This is an optimization exercise on Yosys and OpenROAD, whose aim is small area, not a production implementation.
In this exercise RTL edits were held to simulation tests only and were not proved equivalent to the original.
Power figures rest on the tool's default switching activity, not on a simulated workload.

Design rv_core_de, start of the top module:
module rv_core_de (
    input  logic        clk_i,
    input  logic        rst_n_i,
    input  logic [31:0] instr_i,
    input  logic [31:0] pc_i,
    input  logic        instr_valid_i,
    output logic        redirect_o,
    output logic [31:0] redirect_pc_o,
    output logic        wb_en_o,
    output logic [4:0]  wb_rd_o,
    output logic [31:0] wb_data_o
);
    logic is_op, is_opimm, is_lui, is_auipc, is_jal, is_jalr, is_br;
    logic valid;
    assign valid    = instr_valid_i & ~redirect_o;  
    assign is_op    = valid & (instr_i[6:0] == 7'b0110011);
    assign is_opimm = valid & (instr_i[6:0] == 7'b0010011);
    assign is_lui   = valid & (instr_i[6:0] == 7'b0110111);
    assign is_auipc = valid & (instr_i[6:0] == 7'b0010111);
    assign is_jal   = valid & (instr_i[6:0] == 7'b1101111);
    assign is_jalr  = valid & (instr_i[6:0] == 7'b1100111);
    assign is_br    = valid & (instr_i[6:0] == 7'b1100011);
    logic [4:0] rd, rs1, rs2;
    logic [2:0] f3;
    assign rd  = instr_i[11:7];
    assign f3  = instr_i[14:12];
    assign rs1 = instr_i[19:15];
    assign rs2 = instr_i[24:20];
    logic [31:0] imm_alu;
    assign imm_alu = (is_lui | is_auipc) ? {instr_i[31:12], 12'b0}
                                         : {{20{instr_i[31]}}, instr_i[31:20]};
    logic [31:0] imm_tgt;
    always_comb begin
        if (is_jalr)
            imm_tgt = 32'd4;
        else if (is_jal)
            imm_tgt = {{12{instr_i[31]}}, instr_i[19:12], instr_i[20], instr_i[30:21], 1'b0};
        else
  ...
Size in the first run: about 4200 cells after synthesis, roughly 140 I/O pins, roughly 0.047 mm² of cells after synthesis.
export LEC_CHECK = 0
export CAP_MARGIN = 20
export CORE_MARGIN = 2
export CORE_UTILIZATION = 55
export CTS_CLUSTER_DIAMETER = 100
export CTS_CLUSTER_SIZE = 25
export SLEW_MARGIN = 20
export SYNTH_HIERARCHICAL = 1
create_clock -name core_clock -period 9.0 [get_ports {clk_i}]
standard.sh (not shown) runs the stock make flow with config.mk's settings and CLKGATE_MAP_FILE= SYNTH_SCRIPT=/design/flow/synth_recipe.tcl, a recipe that flattens the netlist after the stock synthesis.
==> flow/flow/run.sh <==
#!/bin/bash
# Own flow: the standard layout (standard.sh: the standard synthesis and
# ORFS steps, unchanged), except that buffer_ports builds the port buffers
# from the library's smallest buffer, sky130_fd_sc_hd__buf_1, instead of the
# cell it picks by default. Every input and output port still gets a buffer.
# The whole output of standard.sh goes to standard.log here; ORFS keeps each
# step's log under orfs/logs/.
set -euo pipefail
export BUFFER_PORTS_ARGS="-buffer_cell sky130_fd_sc_hd__buf_1"
bash standard.sh > standard.log 2>&1
The starting point completed with no timing, DRC or antenna violations.
Next try:
==> flow/flow/run.sh (replaced) <==
#!/bin/bash
set -euo pipefail
export BUFFER_PORTS_ARGS="-buffer_cell sky130_fd_sc_hd__buf_1"
bash standard.sh > standard.log 2>&1
GPL_ROUTABILITY_DRIVEN = 0   (was not set)
- The new run finished with timing, DRC and antenna clean
- hold slack hardly moves
- global-route usage fell by 0.18 points
- sequential share of layout area stays flat
- wire length stays flat
- synthesized area does not change
- worst setup slack loses 0.041 ns
- critical path depth stays the same
Next try:
--- a/flow/flow/run.sh
+++ b/flow/flow/run.sh
@@ -3,0 +4 @@
+export GPL_KEEP_OVERFLOW=0.3
GPL_ROUTABILITY_DRIVEN = not set   (was 0)
- The changed run completed with no timing, DRC or antenna violations
- sequential share of layout area rises by 0.40 points
- via count barely changes
- worst hold slack improves by 0.0038 ns
- cell area falls by 0.88%
- non-clock buffer count falls by 55
- clock-buffer cell count rises by 1
- total power falls by 0.62%
Next try:
--- a/flow/flow/run.sh
+++ b/flow/flow/run.sh
@@ -4 +4 @@
-export GPL_KEEP_OVERFLOW=0.3
+export RECOVER_POWER=100
The changed run ran to the end with violations: capacitance limit, slew limit. Clock power went up by about 3%. Die area stays the same. Worst setup slack gets worse by 0.60 ns. Power came out higher by 0.92%. Routed wire length decreases by 0.59%. Via count barely changes. Maximum frequency drops by 7.0%. Final area climbs by 0.57%.

==> port drivers added, routing unchanged <==
How much do the figures lean on ideal ports? The routed layouts below were timed once more, with nothing changed but the port constraints.
Step 1: set_driving_cell puts a clkbuf_16 on clk_i and a buf_2 on each other input, an assumption about the parent block.
Step 2 also shifts input and output timing later by t, the mid clock arrival at the registers, as if the neighbouring blocks saw the same clock.
Slacks: no drivers / after step 1 / after step 2; pairs: no drivers / after step 1.
run	t, ns	setup WS [ns]	worst setup path at the end	worst slew at a driven data input, ns	pins driven straight from the clock port
the first run	0.754	0.531 / 0.531 / 0.123	input to register	0.05	1
the second run	0.762	0.490 / 0.537 / -0.225	input to register	0.04	1
the third run	0.762	1.045 / 1.095 / 0.333	input to register	0.07	1
the fourth run	0.747	0.450 / 0.450 / 0.101	input to register	0.05	1
Met with ideal ports but missed after step 2: setup timing in the second run. For the second run, which loses most, drivers alone change the setup slack by +0.047 ns; drivers and shift together by -0.715 ns.
